This design comes from an exercise in tuning for small area, a short achievable clock period and few clock cycles on the open sky130 flow, not from production work.
Function was checked by simulation only, so behaviour that the tests miss may differ from the original.

**design/flow/flow/run.sh**
```bash
#!/bin/bash
set -euo pipefail
bash standard.sh SETUP_SLACK_MARGIN=6.3 finish > standard_flow.log 2>&1
```
**design/flow/design.v**
```verilog
package sha256_pkg;
	localparam int unsigned BlockBytes = 64;
	localparam int unsigned Rounds     = 64;
	localparam int unsigned QueueDepth = 4;
	localparam logic [7:0]  PadMark    = 8'h80;
	localparam logic [5:0]  LengthOfs  = 6'd56;
	typedef logic [31:0] word_t;
	typedef struct packed {
		logic [7:0] data;
		logic       has_byte;
		logic       eom;
	} cmd_t;
	typedef struct packed {
		logic [7:0] message_byte;
		logic       has_byte;
		logic       end_of_message;
	} in_item_t;
	typedef struct packed {
		logic [31:0] digest_word;
		logic [2:0]  word_index;
		logic        last_word;
	} out_item_t;
	localparam logic [255:0] InitHashFlat = {
		32'h6a09e667, 32'hbb67ae85, 32'h3c6ef372, 32'ha54ff53a,
		32'h510e527f, 32'h9b05688c, 32'h1f83d9ab, 32'h5be0cd19
	};
	localparam logic [2047:0] RoundKFlat = {
		32'h428a2f98, 32'h71374491, 32'hb5c0fbcf, 32'he9b5dba5,
		32'h3956c25b, 32'h59f111f1, 32'h923f82a4, 32'hab1c5ed5,
		32'hd807aa98, 32'h12835b01, 32'h243185be, 32'h550c7dc3,
		32'h72be5d74, 32'h80deb1fe, 32'h9bdc06a7, 32'hc19bf174,
		32'he49b69c1, 32'hefbe4786, 32'h0fc19dc6, 32'h240ca1cc,
		32'h2de92c6f, 32'h4a7484aa, 32'h5cb0a9dc, 32'h76f988da,
		32'h983e5152, 32'ha831c66d, 32'hb00327c8, 32'hbf597fc7,
		32'hc6e00bf3, 32'hd5a79147, 32'h06ca6351, 32'h14292967,
		32'h27b70a85, 32'h2e1b2138, 32'h4d2c6dfc, 32'h53380d13,
		32'h650a7354, 32'h766a0abb, 32'h81c2c92e, 32'h92722c85,
		32'ha2bfe8a1, 32'ha81a664b, 32'hc24b8b70, 32'hc76c51a3,
		32'hd192e819, 32'hd6990624, 32'hf40e3585, 32'h106aa070,
		32'h19a4c116, 32'h1e376c08, 32'h2748774c, 32'h34b0bcb5,
		32'h391c0cb3, 32'h4ed8aa4a, 32'h5b9cca4f, 32'h682e6ff3,
		32'h748f82ee, 32'h78a5636f, 32'h84c87814, 32'h8cc70208,
		32'h90befffa, 32'ha4506ceb, 32'hbef9a3f7, 32'hc67178f2
	};
	function automatic word_t init_hash(input logic [2:0] i);
		init_hash = InitHashFlat[{~i, 5'd0} +: 32];
	endfunction
	function automatic word_t round_k(input logic [5:0] r);
		round_k = RoundKFlat[{~r, 5'd0} +: 32];
	endfunction
	function automatic word_t rotr(input word_t x, input int unsigned n);
		rotr = (x >> n) | (x << (32 - n));
	endfunction
	function automatic word_t big_sigma0(input word_t x);
		big_sigma0 = rotr(x, 2) ^ rotr(x, 13) ^ rotr(x, 22);
	endfunction
	function automatic word_t big_sigma1(input word_t x);
		big_sigma1 = rotr(x, 6) ^ rotr(x, 11) ^ rotr(x, 25);
	endfunction
	function automatic word_t small_sigma0(input word_t x);
		small_sigma0 = rotr(x, 7) ^ rotr(x, 18) ^ (x >> 3);
	endfunction
	function automatic word_t small_sigma1(input word_t x);
		small_sigma1 = rotr(x, 17) ^ rotr(x, 19) ^ (x >> 10);
	endfunction
endpackage
module sha256_front (
	input  logic        clk,
	input  logic        arst_n,
	input  logic        in_valid,
	output logic        in_ready,
	input  logic [7:0]  in_byte,
	input  logic        in_has_byte,
	input  logic        in_eom,
	output logic        blk_ready,
	output logic        blk_first,   
	output logic        blk_last,    
	input  logic        launch,
	output logic        rd_active,
	output logic [31:0] rd_word
);
	logic [31:0] mem_q [16];          
	logic [5:0]  wpos_q;
	logic        cl_valid_q;
	logic [6:0]  cl_pos_q;            
	logic        cl_mark_q, cl_len_q, cl_first_q, cl_last_q;
	logic        cl_follow_q;         
	logic        cl_fmark_q;          
	logic [5:0]  lenlo_q;             
	logic        lenz_q;              
	logic        msg_first_q;
	logic [54:0] blk_cnt_q;           
	logic [3:0]  rd_t_q;
	logic        rd_active_q;
	logic [6:0]  rd_pos_q;
	logic        rd_mark_q, rd_len_q;
	logic [5:0]  rd_lenlo_q;
	logic        rd_lenz_q;
	logic        take, byte_we, full;
	logic [6:0]  p7;
	assign in_ready  = !cl_valid_q;
	assign take      = in_valid && !cl_valid_q;
	assign byte_we   = take && in_has_byte;
	assign full      = byte_we && (wpos_q == 6'd63);
	assign p7        = {1'b0, wpos_q} + {6'd0, in_has_byte};
	assign blk_ready = cl_valid_q;
	assign blk_first = cl_first_q;
	assign blk_last  = cl_last_q;
	assign rd_active = rd_active_q;
	logic [3:0] z_q, wr_at, rd_at;
	assign wr_at = z_q + wpos_q[5:2] - 4'd1;    
	assign rd_at = z_q + rd_t_q;
	always_ff @(posedge clk) begin
		for (int i = 0; i < 16; i++) begin
			for (int j = 0; j < 4; j++) begin
				if (byte_we && wr_at == 4'(i) && wpos_q[1:0] == 2'(j))
					mem_q[i][31 - 8*j -: 8] <= in_byte;
				else
					mem_q[i][31 - 8*j -: 8] <= mem_q[(i + 1) % 16][31 - 8*j -: 8];
			end
		end
	end
	always_ff @(posedge clk or negedge arst_n) begin
		if (!arst_n) begin
			wpos_q      <= '0;
			z_q         <= 4'd2;
			cl_valid_q  <= 1'b0;
			msg_first_q <= 1'b1;
			rd_active_q <= 1'b0;
		end else begin
			z_q <= z_q - 1'b1;
			if (rd_active_q && rd_t_q == 4'd15) rd_active_q <= 1'b0;
			if (launch) begin
				rd_active_q <= 1'b1;
				if (!cl_follow_q) cl_valid_q <= 1'b0;
			end else if (take) begin
				if (byte_we) wpos_q <= wpos_q + 1'b1;
				if (in_eom) begin
					cl_valid_q  <= 1'b1;
					msg_first_q <= 1'b1;
					wpos_q      <= '0;
				end else if (full) begin
					cl_valid_q  <= 1'b1;
					msg_first_q <= 1'b0;
				end
			end
		end
	end
	always_ff @(posedge clk) begin
		blk_cnt_q <= (full && msg_first_q && !launch) ? 55'd1
			: blk_cnt_q + {54'd0, full && !launch};
	end
	always_ff @(posedge clk) begin
		rd_t_q <= rd_t_q + 1'b1;
		if (launch) begin
			rd_t_q      <= '0;
			rd_pos_q    <= cl_pos_q;
			rd_mark_q   <= cl_mark_q;
			rd_len_q    <= cl_len_q;
			rd_lenlo_q  <= lenlo_q;
			rd_lenz_q   <= lenz_q;
			if (cl_follow_q) begin
				cl_pos_q    <= '0;
				cl_mark_q   <= cl_fmark_q;
				cl_len_q    <= 1'b1;
				cl_first_q  <= 1'b0;
				cl_last_q   <= 1'b1;
				cl_follow_q <= 1'b0;
			end
		end else if (take) begin
			if (in_eom) begin
				cl_first_q  <= msg_first_q;
				if (full) begin
					cl_pos_q    <= 7'd64;
					cl_mark_q   <= 1'b0;
					cl_len_q    <= 1'b0;
					cl_last_q   <= 1'b0;
					cl_follow_q <= 1'b1;
					cl_fmark_q  <= 1'b1;
					lenlo_q     <= '0;
					lenz_q      <= 1'b0;
				end else if (p7 >= 7'd56) begin
					cl_pos_q    <= p7;
					cl_mark_q   <= 1'b1;
					cl_len_q    <= 1'b0;
					cl_last_q   <= 1'b0;
					cl_follow_q <= 1'b1;
					cl_fmark_q  <= 1'b0;
					lenlo_q     <= p7[5:0];
					lenz_q      <= msg_first_q;
				end else begin
					cl_pos_q    <= p7;
					cl_mark_q   <= 1'b1;
					cl_len_q    <= 1'b1;
					cl_last_q   <= 1'b1;
					cl_follow_q <= 1'b0;
					lenlo_q     <= p7[5:0];
					lenz_q      <= msg_first_q;
				end
			end else if (full) begin
				cl_first_q  <= msg_first_q;
				cl_pos_q    <= 7'd64;
				cl_mark_q   <= 1'b0;
				cl_len_q    <= 1'b0;
				cl_last_q   <= 1'b0;
				cl_follow_q <= 1'b0;
			end
		end
	end
	logic [31:0] m;
	logic [63:0] len_bits;
	logic [5:0]  idx;
	always_comb begin
		m        = mem_q[{rd_at[3:2], 2'b00}];
		len_bits = {rd_lenz_q ? 55'd0 : blk_cnt_q, rd_lenlo_q, 3'd0};
		for (int j = 0; j < 4; j++) begin
			idx = {rd_t_q, 2'(j)};
			if ({1'b0, idx} < rd_pos_q)
				rd_word[31 - 8*j -: 8] = m[31 - 8*j -: 8];
			else if ({1'b0, idx} == rd_pos_q && rd_mark_q)
				rd_word[31 - 8*j -: 8] = sha256_pkg::PadMark;
			else
				rd_word[31 - 8*j -: 8] = 8'h00;
		end
		if (rd_len_q && rd_t_q == 4'd14) rd_word = len_bits[63:32];
		if (rd_len_q && rd_t_q == 4'd15) rd_word = len_bits[31:0];
	end
endmodule
module sha256_core (
	input  logic        clk,
	input  logic        arst_n,
	input  logic        blk_ready,
	input  logic        blk_first,
	input  logic        blk_last,
	output logic        launch,
	input  logic        rd_active,
	input  logic [31:0] rd_word,
	output logic        out_valid,
	input  logic        out_ready,
	output logic [31:0] out_word,
	output logic [2:0]  out_index,
	output logic        out_last
);
	typedef logic [31:0] word_t;
	word_t a_q, b_q, c_q, d_q, e_q, f_q, g_q, h_q;
	word_t w_q [16];            
	word_t q_q;                 
	word_t k_q;                 
	logic [5:0] kc_q;           
	word_t ha_q [4];            
	word_t he_q [4];            
	word_t out_q;
	logic        in_round_q;
	logic [5:0]  rn_q;
	logic [1:0]  ph_q;          
	logic        mode_fin_q, mode_init_q;
	logic        fin_pend_q;
	logic        go_q;
	logic        nx_first_q, nx_last_q, cur_first_q, cur_last_q;
	logic        out_valid_q, ovp_q;
	logic [2:0]  oidx_q;
	logic [1:0]  osel_q;        
	function automatic word_t csa_s(input word_t x, input word_t y, input word_t z);
		csa_s = x ^ y ^ z;
	endfunction
	function automatic word_t csa_c(input word_t x, input word_t y, input word_t z);
		csa_c = ((x & y) | (x & z) | (y & z)) << 1;
	endfunction
	function automatic word_t add32(input word_t x, input word_t y);
		logic [31:0] g, p, gn, pn;
		g = x & y;
		p = x ^ y;
		for (int l = 0; l < 5; l++) begin
			gn = g;
			pn = p;
			for (int i = 0; i < 32; i++) begin
				if ((i & (1 << l)) != 0) begin
					gn[i] = g[i] | (p[i] & g[((i >> l) << l) - 1]);
					pn[i] = p[i] & p[((i >> l) << l) - 1];
				end
			end
			g = gn;
			p = pn;
		end
		add32 = (x ^ y) ^ {g[30:0], 1'b0};
	endfunction
	logic  fin, iv_sel;
	word_t xa, xe, iv_a, iv_e;
	always_comb begin
		fin    = !in_round_q && mode_fin_q;
		iv_sel = mode_init_q || (mode_fin_q && cur_last_q);
		iv_a   = sha256_pkg::init_hash({1'b0, ~ph_q});       
		iv_e   = sha256_pkg::init_hash({1'b1, ~ph_q});       
		xa     = !mode_fin_q ? '0 : (cur_first_q ? iv_a : ha_q[0]);
		xe     = !mode_fin_q ? '0 : (cur_first_q ? iv_e : he_q[0]);
	end
	word_t s1, ch, s0, mj;
	word_t p1s, p1c, p2s, p2c, p3s, p3c, e1s, e1c, e2s, e2c;
	word_t a_new, e_new;
	always_comb begin
		s1  = sha256_pkg::big_sigma1(e_q);
		ch  = (e_q & f_q) ^ (~e_q & g_q);
		s0  = sha256_pkg::big_sigma0(a_q);
		mj  = (a_q & b_q) ^ (a_q & c_q) ^ (b_q & c_q);
		p1s = csa_s(q_q, ch, mj);
		p1c = csa_c(q_q, ch, mj);
		p2s = csa_s(p1s, p1c, s1);
		p2c = csa_c(p1s, p1c, s1);
		p3s = csa_s(p2s, p2c, s0);
		p3c = csa_c(p2s, p2c, s0);
		a_new = add32(in_round_q ? p3s : xa, in_round_q ? p3c : d_q);
		e1s = csa_s(q_q, ch, d_q);
		e1c = csa_c(q_q, ch, d_q);
		e2s = csa_s(e1s, e1c, s1);
		e2c = csa_c(e1s, e1c, s1);
		e_new = add32(in_round_q ? e2s : xe, in_round_q ? e2c : h_q);
	end
	word_t sch1s, sch1c, sch2s, sch2c, qa_s, qa_c;
	word_t w_in, q_new;
	always_comb begin
		sch1s = csa_s(sha256_pkg::small_sigma1(w_q[14]), w_q[9], sha256_pkg::small_sigma0(w_q[1]));
		sch1c = csa_c(sha256_pkg::small_sigma1(w_q[14]), w_q[9], sha256_pkg::small_sigma0(w_q[1]));
		sch2s = csa_s(sch1s, sch1c, w_q[0]);
		sch2c = csa_c(sch1s, sch1c, w_q[0]);
		w_in  = rd_active ? rd_word : add32(sch2s, sch2c);
		qa_s  = csa_s(g_q, k_q, w_q[15]);
		qa_c  = csa_c(g_q, k_q, w_q[15]);
		q_new = add32(qa_s, qa_c);
	end
	logic       hs;
	logic [2:0] oidx_n;
	logic [1:0] opos;
	word_t      out_n;
	always_comb begin
		hs     = out_valid_q && out_ready;
		oidx_n = oidx_q + {2'd0, hs};
		opos   = osel_q - {1'b0, hs};       
		out_n  = oidx_n[2] ? he_q[opos] : ha_q[opos];
	end
	always_ff @(posedge clk) begin
		for (int i = 0; i < 15; i++) w_q[i] <= w_q[i+1];
		w_q[15] <= w_in;
		q_q  <= q_new;
		k_q  <= sha256_pkg::round_k(kc_q);
		kc_q <= (!in_round_q && ph_q == 2'd1) ? 6'd0 : kc_q + 1'b1;
		a_q <= (!in_round_q && iv_sel) ? iv_a : a_new;
		b_q <= a_q;
		c_q <= b_q;
		d_q <= c_q;
		e_q <= (!in_round_q && iv_sel) ? iv_e : e_new;
		f_q <= e_q;
		g_q <= f_q;
		h_q <= g_q;
		for (int i = 0; i < 3; i++) begin
			ha_q[i] <= ha_q[i+1];
			he_q[i] <= he_q[i+1];
		end
		ha_q[3] <= fin ? a_new : ha_q[0];
		he_q[3] <= fin ? e_new : he_q[0];
		out_q <= out_n;
	end
	logic loop_end, fin_pend_nx, out_busy, fin_done;
	assign launch      = !in_round_q && ph_q == 2'd1 && blk_ready && !go_q &&
		(mode_fin_q || mode_init_q || !fin_pend_q);
	assign loop_end    = !in_round_q && ph_q == 2'd3;
	assign fin_pend_nx = fin_pend_q && !mode_fin_q;
	assign out_busy    = out_valid_q || ovp_q;
	assign fin_done    = loop_end && mode_fin_q && cur_last_q;
	always_ff @(posedge clk or negedge arst_n) begin
		if (!arst_n) begin
			in_round_q  <= 1'b0;
			rn_q        <= '0;
			ph_q        <= '0;
			mode_fin_q  <= 1'b0;
			mode_init_q <= 1'b1;
			fin_pend_q  <= 1'b0;
			go_q        <= 1'b0;
			out_valid_q <= 1'b0;
			ovp_q       <= 1'b0;
			oidx_q      <= '0;
			osel_q      <= '0;
		end else begin
			ph_q <= ph_q + 1'b1;
			if (fin_done) begin
				ovp_q  <= 1'b1;
				oidx_q <= '0;
				osel_q <= 2'd3;
			end else begin
				oidx_q <= oidx_n;
				osel_q <= opos - 1'b1;
			end
			if (ovp_q) begin
				ovp_q       <= 1'b0;
				out_valid_q <= 1'b1;
			end
			if (hs && oidx_q == 3'd7) out_valid_q <= 1'b0;
			if (launch) go_q <= 1'b1;
			if (in_round_q) begin
				rn_q <= rn_q + 1'b1;
				if (rn_q == 6'd63) begin
					in_round_q  <= 1'b0;
					fin_pend_q  <= 1'b1;
					mode_fin_q  <= !out_busy;
					mode_init_q <= 1'b0;
				end
			end else if (loop_end) begin
				fin_pend_q  <= fin_pend_nx;
				mode_fin_q  <= fin_pend_nx && !out_busy;
				mode_init_q <= 1'b0;
				if (go_q) begin
					go_q       <= 1'b0;
					in_round_q <= 1'b1;
					rn_q       <= '0;
				end
			end
		end
	end
	always_ff @(posedge clk) begin
		if (launch) begin
			nx_first_q <= blk_first;
			nx_last_q  <= blk_last;
		end
		if (loop_end && go_q) begin
			cur_first_q <= nx_first_q;
			cur_last_q  <= nx_last_q;
		end
	end
	assign out_valid = out_valid_q;
	assign out_index = oidx_q;
	assign out_last  = (oidx_q == 3'd7);
	assign out_word  = out_q;
endmodule
module sha256_byte_stream_hasher (
	input  logic        clk,
	input  logic        arst_n,
	input  logic        in_valid,
	output logic        in_ready,
	input  logic [7:0]  in_message_byte,
	input  logic        in_has_byte,
	input  logic        in_end_of_message,
	output logic        out_valid,
	input  logic        out_ready,
	output logic [31:0] out_digest_word,
	output logic [2:0]  out_word_index,
	output logic        out_last_word
);
	logic        blk_ready, blk_first, blk_last, launch, rd_active;
	logic [31:0] rd_word;
	sha256_front u_front (
		.clk, .arst_n,
		.in_valid    (in_valid),
		.in_ready    (in_ready),
		.in_byte     (in_message_byte),
		.in_has_byte (in_has_byte),
		.in_eom      (in_end_of_message),
		.blk_ready, .blk_first, .blk_last, .launch, .rd_active, .rd_word
	);
	sha256_core u_core (
		.clk, .arst_n,
		.blk_ready, .blk_first, .blk_last, .launch, .rd_active, .rd_word,
		.out_valid (out_valid),
		.out_ready (out_ready),
		.out_word  (out_digest_word),
		.out_index (out_word_index),
		.out_last  (out_last_word)
	);
endmodule
```
**design/flow/constraint.sdc**
```tcl
create_clock -name core_clock -period 10.5 [get_ports {clk}]
set_input_delay 2.1000 -clock core_clock [delete_from_list [all_inputs] [get_ports {clk}]]
set_output_delay 2.1000 -clock core_clock [all_outputs]
set_load 0.01 [all_outputs]
```
**design/flow/standard.sh**
```bash
#!/bin/bash
# synth_recipe.tcl (not shown) runs the flow's synth.tcl, then flattens the netlist and writes it again
# the make line also repeats each setting of config.mk as NAME=value (left out here)
make -C /OpenROAD-flow-scripts/flow DESIGN_CONFIG=/design/flow/config.mk WORK_HOME=/design/flow/orfs CLKGATE_MAP_FILE= SYNTH_SCRIPT=/design/flow/synth_recipe.tcl "${@:-finish}"
```
**design/flow/config.mk**
```make
export PLATFORM = sky130hd
export DESIGN_NAME = sha256_byte_stream_hasher
export DESIGN_NICKNAME = sha256_byte_stream_hasher
export VERILOG_FILES = /design/flow/design.v
export SDC_FILE = /design/flow/constraint.sdc
export NUM_CORES = 4
export LEC_CHECK = 0
export CAP_MARGIN = 20
export CORE_MARGIN = 2
export CORE_UTILIZATION = 45
export CTS_BUF_LIST = sky130_fd_sc_hd__clkbuf_16
export CTS_CLUSTER_DIAMETER = 140
export CTS_CLUSTER_SIZE = 20
export SLEW_MARGIN = 20
```
==> run summary, run 1 <==
- Status: finished clean
- Crit path DAT: roughly 5600 ps
- Worst Tran Pin Value: ~1100 ps
- TritonRoute pass-1 iters: 9
- Post-layout util: roughly 50%
- Largest net degree at the start of global routing: between 100 and 150
- Yosys warning count: 6
- Die Footprint: 152,000 um2
- Synthesized instance count: around 5,600
- Post-Layout Inst Area: ~74,000 um2
- Crit path required time: 11,120 ps
- First-pass GRT wire length: between 200,000 and 300,000 um
- Fin Setup TNS: 0 ps
- CTS clk-pin slew, worst paths: roughly 100 ps
- Area fraction of the dominant cell type after synthesis: about half
- Max-Cap Viols: 0
- Post-synth EDFFs: 37
- Rel. slew slack: 27.3%
- Synth Cell Area: around 67,000 um2
- Ys flop type: dfxtp_1
- Cts hold-fix bufs: 0
- Fraction of layout cells with a size suffix above 1: 20.2%
- Register area share after synthesis: between 50% and 60%
- Period Utilization, post-route: a little under half
- Aggregate global routing overflow: 0
- Final Critical Period: between 4000 and 5000 ps
- Vias/cell: 5.46
- Avg Inst Size Synth: 12.0 um2
- FF-to-FF setup slack: around 5500 ps
- Num rows: roughly 140
- Setup Viol. Count Final: 0
- Total GRT Usage: between 20% and 30%
- CTS tree: built
- # DRC: 0
- Die height: 390 um
- Final Hold Vio Count: 0
- Detail Route Antenna Nets: 0
- RSZ-0062 raised after global routing: true
- Initial DRC Count: between 3,000 and 4,000
- WL/cell: ~23 um
- Htree depth: 3
- Synthesized flop and latch total: roughly 1,800
- Fmax: ~200 MHz
- Clock Sinks: around 1,800
- Core area: ~150,000 um2
- Nets@finish: ~6,000
- Num CTS Buffers: between 90 and 100
- Most common cell after layout, fill and taps aside: dfxtp_1
- Antenna violations before repair: 13
- Critical Path Start Type: flip-flop
- Clock insertion delay at the later pin of the skew report: roughly 750 ps
- Number of global-route vias before repair: roughly 41,000
- Commonest non-fill, non-tap cells in the layout: dfxtp_1, mux2_2, nand2_1, inv_1, xnor2_1
- Distinct cells, synth: ~80
- # fillers: roughly 13,000
- Die W: roughly 390 um
- Clock Path Buffers: 3
- Synthesized Nets: about 6,000
- Maximum fanout along the worst path: 5
- Synth async-reset ratio: under 10%
- Top post-synthesis cells by area: dfxtp_1, mux2_2, fa_1, xnor2_1, ha_1
- Initial core utilization: between 40% and 50%
- Crit path kind: reg -> reg
- Vias: ~41,000
- Placed Area: 69,500 um2
- Port Buffers: 51
- Area delta synth->final: 10.7%
- GPL Wtd Cong: ~0.97
- Detailed Place HPWL: 128,000 um
- CTS root buf: clkbuf_16
- I/O pins: 52
- Area leader, netlist: dfxtp_1
- Worst Skew: 52.7 ps
- Max Slew Vio Count: 0
- Final WL: 177,000 um
- Critical path capture point type: flip-flop
- Worst min path class: reg -> reg
-- metal layers --
layer  GRT usage, %  wire length, um  vias to the layer above
met4           5.83             4590                        2
met2           35.8            79100                     1319
met5              0               13                        -
met3           4.48            12600                      248
met1           32.7            80300                    20600
li1               -                -                    19100
-- cell type report --
type | instances | area, um2 | area share [%]
Multi-Input combinational cell | 3272 | 30500 | 41.1
Antenna cell | 1 | 2.50 | 0.00337
Tap cell | 1930 | 2410 | 3.26
Sequential cell | 1768 | 36100 | 48.7
Clock inverter | 21 | 181 | 0.245
Timing Repair Buffer | 163 | 1420 | 1.91
Clock buffer | 100 | 2500 | 3.37
Inverter | 285 | 1070 | 1.44
-- logic make-up (layout without fill, tap and decap cells) --
family / count (synthesis) / in the layout / share of synthesized area [%]
flip-flops: 1768 / 1768 / 53.6
AND/OR/NAND/NOR: 885 / 885 / 6.00
AO/OA/AOI/OAI: 830 / 830 / 8.05
multiplexers: 658 / 658 / 12.1
other: 0 / 1 / 0
XOR/XNOR: 428 / 428 / 5.59
adder cells (fa/ha/maj): 471 / 471 / 11.6
buffers and inverters: 536 / 569 / 3.01
-- state kept, by name (all words and copies together) (netlist names), 55 cells and up --
register,cells
u_core.ha_q,128
u_core.he_q,128
u_core.w_q,512
u_front.blk_cnt_q,55
u_front.mem_q,512
-- critical path: stages, from the launching register on --
cell and delay (ps):
dfxtp_1 600, xor2_1 290, xnor2_1 240, fa_1 580
inv_1 50, fa_1 490, a21oi_2 60, fa_2 380
nor2b_2 140, o211ai_1 100, buf_4 170, a311oi_4 360
a21oi_4 120, o211ai_1 200, buf_4 190, and2_4 180
a41oi_4 120, buf_4 170, xnor2_2 140, mux2_2 250
-- Yosys cell counts, types with 14 or more instances --
cell         n
buf_1       36
nor2b_1     26
o21a_1      15
and2_1      35
o31ai_1     14
clkbuf_1   211
o22ai_1     29
nor3_1      46
nand2_1    320
nor2_1     263
a21boi_0    28
dfxtp_1   1698
xnor2_1    304
nand3_1     74
a21o_1      56
fa_1       263
a31oi_1     25
nand4_1     21
mux4_2      66
mux2i_1     34
o21ai_0    247
inv_1      279
ha_1       177
a22oi_1     16
nand2b_1    21
a222oi_1    69
dfrtp_1     30
xor2_1     124
and3_1      23
maj3_1      31
a21oi_1    189
a211oi_1    21
mux2_2     558
edfxtp_1    37
o211ai_1    22
-- worst paths after layout --
| check | endpoint | startpoint | cells past startpoint |
|---|---|---|---|
| worst max-delay path | u_core.ha_q[3][27] | u_core.e_q[26] | 19 |
| worst min-delay path | u_core.w_q[2][17] | u_core.w_q[3][17] | 0 |
| worst max register to register | u_core.ha_q[3][27] | u_core.e_q[26] | 19 |
| worst min register to register | u_core.w_q[2][17] | u_core.w_q[3][17] | 0 |
| max in group asynchronous | u_core.in_round_q | arst_n | 1 |
| min in group asynchronous | u_core.osel_q[0] | arst_n | 1 |
-- stage by stage --
stage	cells	worst slack (ps)	hold WS, ps
after floorplan	5576	6080	310
after global placement	7346	5020	310
after detailed placement	7346	5060	312
after CTS	7511	5670	305
after global routing	7540	5410	319
final	7540	5530	310
-- timing repair --
item                       CTS  global route
setup endpoints to repair  144           162
setup buffers               44            28
gates resized for setup    170           176
pin swaps                   74            81
Testbench counts, summed over its fixed seeds: cycles 20,372.
==> inputs of run 2 (changes only) <==
--- a/design/flow/design.v
+++ b/design/flow/design.v
@@ -107,28 +107,16 @@
 	assign blk_first = cl_first_q;
 	assign blk_last  = cl_last_q;
 	assign rd_active = rd_active_q;
-	logic [3:0] z_q, wr_at, rd_at;
-	assign wr_at = z_q + wpos_q[5:2] - 4'd1;    
-	assign rd_at = z_q + rd_t_q;
 	always_ff @(posedge clk) begin
-		for (int i = 0; i < 16; i++) begin
-			for (int j = 0; j < 4; j++) begin
-				if (byte_we && wr_at == 4'(i) && wpos_q[1:0] == 2'(j))
-					mem_q[i][31 - 8*j -: 8] <= in_byte;
-				else
-					mem_q[i][31 - 8*j -: 8] <= mem_q[(i + 1) % 16][31 - 8*j -: 8];
-			end
-		end
+		if (byte_we) mem_q[wpos_q[5:2]][{~wpos_q[1:0], 3'd0} +: 8] <= in_byte;
 	end
 	always_ff @(posedge clk or negedge arst_n) begin
 		if (!arst_n) begin
 			wpos_q      <= '0;
-			z_q         <= 4'd2;
 			cl_valid_q  <= 1'b0;
 			msg_first_q <= 1'b1;
 			rd_active_q <= 1'b0;
 		end else begin
-			z_q <= z_q - 1'b1;
 			if (rd_active_q && rd_t_q == 4'd15) rd_active_q <= 1'b0;
 			if (launch) begin
 				rd_active_q <= 1'b1;
@@ -147,10 +135,6 @@
 		end
 	end
 	always_ff @(posedge clk) begin
-		blk_cnt_q <= (full && msg_first_q && !launch) ? 55'd1
-			: blk_cnt_q + {54'd0, full && !launch};
-	end
-	always_ff @(posedge clk) begin
 		rd_t_q <= rd_t_q + 1'b1;
 		if (launch) begin
 			rd_t_q      <= '0;
@@ -168,6 +152,7 @@
 				cl_follow_q <= 1'b0;
 			end
 		end else if (take) begin
+			if (full) blk_cnt_q <= msg_first_q ? 55'd1 : blk_cnt_q + 1'b1;
 			if (in_eom) begin
 				cl_first_q  <= msg_first_q;
 				if (full) begin
@@ -211,7 +196,7 @@
 	logic [63:0] len_bits;
 	logic [5:0]  idx;
 	always_comb begin
-		m        = mem_q[{rd_at[3:2], 2'b00}];
+		m        = mem_q[rd_t_q];
 		len_bits = {rd_lenz_q ? 55'd0 : blk_cnt_q, rd_lenlo_q, 3'd0};
 		for (int j = 0; j < 4; j++) begin
 			idx = {rd_t_q, 2'(j)};
@@ -266,54 +251,36 @@
 	function automatic word_t csa_c(input word_t x, input word_t y, input word_t z);
 		csa_c = ((x & y) | (x & z) | (y & z)) << 1;
 	endfunction
-	function automatic word_t add32(input word_t x, input word_t y);
-		logic [31:0] g, p, gn, pn;
-		g = x & y;
-		p = x ^ y;
-		for (int l = 0; l < 5; l++) begin
-			gn = g;
-			pn = p;
-			for (int i = 0; i < 32; i++) begin
-				if ((i & (1 << l)) != 0) begin
-					gn[i] = g[i] | (p[i] & g[((i >> l) << l) - 1]);
-					pn[i] = p[i] & p[((i >> l) << l) - 1];
-				end
-			end
-			g = gn;
-			p = pn;
-		end
-		add32 = (x ^ y) ^ {g[30:0], 1'b0};
-	endfunction
-	logic  fin, iv_sel;
-	word_t xa, xe, iv_a, iv_e;
+	logic  rnd, fin, iv_sel;
+	word_t s1, ch, s0, mj, qa, qe, xa, xe, iv_a, iv_e;
+	word_t p1s, p1c, p2s, p2c, p3s, p3c, e1s, e1c, e2s, e2c;
+	word_t t_a, t_e;
 	always_comb begin
+		rnd    = in_round_q;
 		fin    = !in_round_q && mode_fin_q;
-		iv_sel = mode_init_q || (mode_fin_q && cur_last_q);
+		iv_sel = !in_round_q && (mode_init_q || (mode_fin_q && cur_last_q));
 		iv_a   = sha256_pkg::init_hash({1'b0, ~ph_q});       
 		iv_e   = sha256_pkg::init_hash({1'b1, ~ph_q});       
-		xa     = !mode_fin_q ? '0 : (cur_first_q ? iv_a : ha_q[0]);
-		xe     = !mode_fin_q ? '0 : (cur_first_q ? iv_e : he_q[0]);
-	end
-	word_t s1, ch, s0, mj;
-	word_t p1s, p1c, p2s, p2c, p3s, p3c, e1s, e1c, e2s, e2c;
-	word_t a_new, e_new;
-	always_comb begin
-		s1  = sha256_pkg::big_sigma1(e_q);
-		ch  = (e_q & f_q) ^ (~e_q & g_q);
-		s0  = sha256_pkg::big_sigma0(a_q);
-		mj  = (a_q & b_q) ^ (a_q & c_q) ^ (b_q & c_q);
-		p1s = csa_s(q_q, ch, mj);
-		p1c = csa_c(q_q, ch, mj);
+		xa     = !fin ? '0 : (cur_first_q ? iv_a : ha_q[0]);
+		xe     = !fin ? '0 : (cur_first_q ? iv_e : he_q[0]);
+		s1  = rnd ? sha256_pkg::big_sigma1(e_q) : '0;
+		ch  = rnd ? ((e_q & f_q) ^ (~e_q & g_q)) : '0;
+		s0  = rnd ? sha256_pkg::big_sigma0(a_q) : '0;
+		mj  = rnd ? ((a_q & b_q) ^ (a_q & c_q) ^ (b_q & c_q)) : h_q;
+		qa  = rnd ? q_q : xe;
+		qe  = rnd ? q_q : xa;
+		p1s = csa_s(qa, ch, mj);
+		p1c = csa_c(qa, ch, mj);
 		p2s = csa_s(p1s, p1c, s1);
 		p2c = csa_c(p1s, p1c, s1);
 		p3s = csa_s(p2s, p2c, s0);
 		p3c = csa_c(p2s, p2c, s0);
-		a_new = add32(in_round_q ? p3s : xa, in_round_q ? p3c : d_q);
-		e1s = csa_s(q_q, ch, d_q);
-		e1c = csa_c(q_q, ch, d_q);
+		t_a = p3s + p3c;
+		e1s = csa_s(qe, ch, d_q);
+		e1c = csa_c(qe, ch, d_q);
 		e2s = csa_s(e1s, e1c, s1);
 		e2c = csa_c(e1s, e1c, s1);
-		e_new = add32(in_round_q ? e2s : xe, in_round_q ? e2c : h_q);
+		t_e = e2s + e2c;
 	end
 	word_t sch1s, sch1c, sch2s, sch2c, qa_s, qa_c;
 	word_t w_in, q_new;
@@ -322,10 +289,10 @@
 		sch1c = csa_c(sha256_pkg::small_sigma1(w_q[14]), w_q[9], sha256_pkg::small_sigma0(w_q[1]));
 		sch2s = csa_s(sch1s, sch1c, w_q[0]);
 		sch2c = csa_c(sch1s, sch1c, w_q[0]);
-		w_in  = rd_active ? rd_word : add32(sch2s, sch2c);
+		w_in  = rd_active ? rd_word : (sch2s + sch2c);
 		qa_s  = csa_s(g_q, k_q, w_q[15]);
 		qa_c  = csa_c(g_q, k_q, w_q[15]);
-		q_new = add32(qa_s, qa_c);
+		q_new = qa_s + qa_c;
 	end
 	logic       hs;
 	logic [2:0] oidx_n;
@@ -343,11 +310,11 @@
 		q_q  <= q_new;
 		k_q  <= sha256_pkg::round_k(kc_q);
 		kc_q <= (!in_round_q && ph_q == 2'd1) ? 6'd0 : kc_q + 1'b1;
-		a_q <= (!in_round_q && iv_sel) ? iv_a : a_new;
+		a_q <= rnd ? t_a : (iv_sel ? iv_a : t_e);
 		b_q <= a_q;
 		c_q <= b_q;
 		d_q <= c_q;
-		e_q <= (!in_round_q && iv_sel) ? iv_e : e_new;
+		e_q <= rnd ? t_e : (iv_sel ? iv_e : t_a);
 		f_q <= e_q;
 		g_q <= f_q;
 		h_q <= g_q;
@@ -355,8 +322,8 @@
 			ha_q[i] <= ha_q[i+1];
 			he_q[i] <= he_q[i+1];
 		end
-		ha_q[3] <= fin ? a_new : ha_q[0];
-		he_q[3] <= fin ? e_new : he_q[0];
+		ha_q[3] <= fin ? t_e : ha_q[0];
+		he_q[3] <= fin ? t_a : he_q[0];
 		out_q <= out_n;
 	end
 	logic loop_end, fin_pend_nx, out_busy, fin_done;
==> design/flow/run.sh (new file) <==
#!/bin/bash
# synth_recipe.tcl (not shown) runs the flow's synth.tcl, then flattens the netlist and writes it again
# the make line also repeats each setting of config.mk as NAME=value (left out here)
make -C /OpenROAD-flow-scripts/flow DESIGN_CONFIG=/design/flow/config.mk WORK_HOME=/design/flow/orfs CLKGATE_MAP_FILE= SYNTH_SCRIPT=/design/flow/synth_recipe.tcl finish
--- a/design/flow/config.mk
+++ b/design/flow/config.mk
@@ -7,8 +7,5 @@
 export LEC_CHECK = 0
 export CAP_MARGIN = 20
 export CORE_MARGIN = 2
-export CORE_UTILIZATION = 45
-export CTS_BUF_LIST = sky130_fd_sc_hd__clkbuf_16
-export CTS_CLUSTER_DIAMETER = 140
-export CTS_CLUSTER_SIZE = 20
+export CORE_UTILIZATION = 40
 export SLEW_MARGIN = 20
removed: design/flow/flow/run.sh
removed: design/flow/standard.sh
==> run summary, run 2 <==
- Yosys warning count: 5
- Number of global-route vias before repair: 44,900
- Clock Path Buffers: 3
- Fraction of layout cells with a size suffix above 1: 10.2%
- Synthesized instance count: about 5,800
- Rel. slew slack: about a quarter
- Final Hold Vio Count: 0
- Fin Setup TNS: 0 ps
- WL/cell: ~24 um
- Final Critical Period: around 6800 ps
- # Post-CTS Setup Buffers: 0
- Ys flop type: dfxtp_1
- Top-count cell post-synth: dfxtp_1
- Synthesized Nets: 6,227
- I/O pins: 52
- Clock Sinks: between 1,500 and 2,000
- Status: finished clean
- Commonest non-fill, non-tap cells in the layout: dfxtp_1, edfxtp_1, inv_1, nand2_1, nor2_1
- Crit path required time: 11,130 ps
- Total GRT Usage: a little over a fifth
- Aggregate global routing overflow: 0
- Most common cell after layout, fill and taps aside: dfxtp_1
- # DRC: 0
- Top post-synthesis cells by area: dfxtp_1, edfxtp_1, fa_1, mux4_2, xnor2_1
- Die W: between 400 and 500 um
- First-pass GRT wire length: around 300,000 um
- Core area: 180,000 um2
- Maximum fanout along the worst path: 55
- Post-layout util: 45.1%
- Vias/cell: 5.38
- Post-CTS sizing: 0
- CTS root buf: clkbuf_16
- Clock insertion delay at the later pin of the skew report: 840 ps
- Num CTS Buffers: ~170
- Period Utilization, post-route: 64.8%
- Register area share after synthesis: 57.4%
- Max-Cap Viols: 0
- Die height: around 430 um
- Final WL: 202,000 um
- Commonest cells post-synth: dfxtp_1, edfxtp_1, inv_1
- Area leader, netlist: dfxtp_1
- Fmax: approximately 150 MHz
- Area delta synth->final: 12.4%
- Avg Inst Size Synth: ~12 um2
- Nets@finish: between 6,000 and 7,000
- Synthesized flop and latch total: 1,764
- Antenna violations before repair: 6
- Worst Skew: a little over 60 ps
- Setup Viol. Count Final: 0
- Post-synth EDFFs: ~600
- Detailed Place HPWL: 148,000 um
- Critical Path Start Type: flip-flop
- Worst min path class: reg -> reg
- Num rows: between 150 and 200
- Max Slew Vio Count: 0
- Distinct cells, synth: between 90 and 100
- Synth async-reset ratio: between 1.5 and 2%
- CTS tree: built
- Crit path kind: reg -> reg
- Port Buffers: between 50 and 60
- Vias: roughly 45,000
- TritonRoute pass-1 iters: 8
- Synth Cell Area: 72,400 um2
- Detail Route Antenna Nets: 0
- Critical path capture point type: flip-flop
- CTS clk-pin slew, worst paths: 70 ps
- Worst Tran Pin Value: between 1000 and 1500 ps
- Crit path DAT: roughly 7400 ps
- Largest net degree at the start of global routing: 93
- Cts hold-fix bufs: 0
- GPL Wtd Cong: just under 1
- Initial core utilization: around 40%
- Htree depth: 4
- RSZ-0062 raised after global routing: false
- Initial DRC Count: about 4,400
- Die Footprint: 184,000 um2
- Area fraction of the dominant cell type after synthesis: a little under a third
==> run 2: changes by cell type after synthesis, sizes merged, moves of 24 or more <==
cell and change:
nand2 +128, edfxtp +567, dfxtp -567, mux2 -523
o21ai +47, inv +190, mux4 +132, and3 +26
a21oi +30, nor2b +24, nor2 +95
==> run 2: final timing paths <==
| path | from | to | slack [ps] | cells after the start |
|---|---|---|---|---|
| setup / recovery | u_core.in_round_q | u_core.a_q[29] | 3700 | 22 |
| hold / removal | u_core.w_q[2][8] | u_core.w_q[1][8] | 310 | 0 |
| setup reg to reg | u_core.in_round_q | u_core.a_q[29] | 3700 | 22 |
| hold reg to reg | u_core.w_q[2][8] | u_core.w_q[1][8] | 310 | 0 |
| max in group asynchronous | arst_n | u_front.rd_active_q | 8700 | 2 |
| min in group asynchronous | arst_n | u_core.in_round_q | 1320 | 2 |
==> run 2: routing by layer <==
| metal | global-route usage (%) | part of all wire (%) |
|---|---|---|
| met5 | 0 | 0.011 |
| met4 | 7.25 | 3.3 |
| met3 | 3.72 | 6.2 |
| met2 | 35.8 | 48 |
| met1 | 29.6 | 43 |
==> run 2: layout make-up <==
class / instances / area (um2)
Sequential cell: 1764 / 41500
Inverter: 471 / 1770
Clock buffer: 223 / 4790
Timing Repair Buffer: 92 / 838
Multi-Input combinational cell: 3311 / 28200
Fill cell: 16300 / 98800
Antenna cell: 3 / 7.51
Clock inverter: 96 / 1220
Tap cell: 2370 / 2970
==> run 2: metrics by stage <==
step,hold slack (ps),instance area (um2),setup slack (ps),cells
after global placement,310,75300,3900,8008
after CTS,306,81300,3810,8327
after floorplan,310,72400,4660,5796
after global routing,311,81300,3310,8327
final,305,81300,3700,8330
after detailed placement,312,75300,3860,8008
==> run 2: worst max-delay path, stage by stage, from the launching register on <==
cell and delay (ps):
dfrtp_4 640, buf_4 360, nor2b_4 520, nand2_1 340, nor2_1 170, a21oi_1 70, fa_1 460, fa_1 580
fa_1 420, inv_1 70, ha_1 170, inv_1 60, fa_1 450, nor2b_1 130, o21ai_0 110, a21boi_1 280
o311a_1 290, o31a_1 370, o2111ai_1 190, a21oi_1 340, nor4_1 80, nor3_1 310, a22oi_1 140
==> run 2: cell families after synthesis <==
logic type	synth area share (%)
flip-flops	57.4
adder cells (fa/ha/maj)	10.2
XOR/XNOR	5.13
AO/OA/AOI/OAI	8.45
multiplexers	7.41
buffers and inverters	3.76
AND/OR/NAND/NOR	7.65
Testbench counts of run 2, summed over its fixed seeds: cycles 20,372.

## re-timing with driven ports
No port has a modelled driver above. Below, the same layouts with a new extraction and two added sets of constraints. Step 1: set_driving_cell puts a clkbuf_16 on clk and a buf_2 on each other input, an assumption about the parent block. Step 2, shift: input delay + t, output delay - t, t = (earliest + latest rising clock arrival at the registers) / 2. This alone moves slack from input paths to output paths. a / b / c = ideal / step 1 / step 2; a / b = the first two.
| run | shift t [ns] | setup WS [ns] | hold WS [ns] | worst setup path after step 2 | latest minus earliest clock arrival (ns) |
|---|---|---|---|---|---|
| run 1 | 0.809 | 5.529 / 5.529 / 5.521 | 0.310 / 0.310 / 0.310 | input to register | 0.053 / 0.053 |
| run 2 | 0.887 | 3.701 / 3.701 / 3.701 | 0.305 / 0.305 / 0.305 | register to register | 0.067 / 0.067 |
After both steps every run listed still meets setup and hold. The setup slack of run 1, which loses most, moves by 0.000 ns with the drivers and by -0.008 ns with both steps.
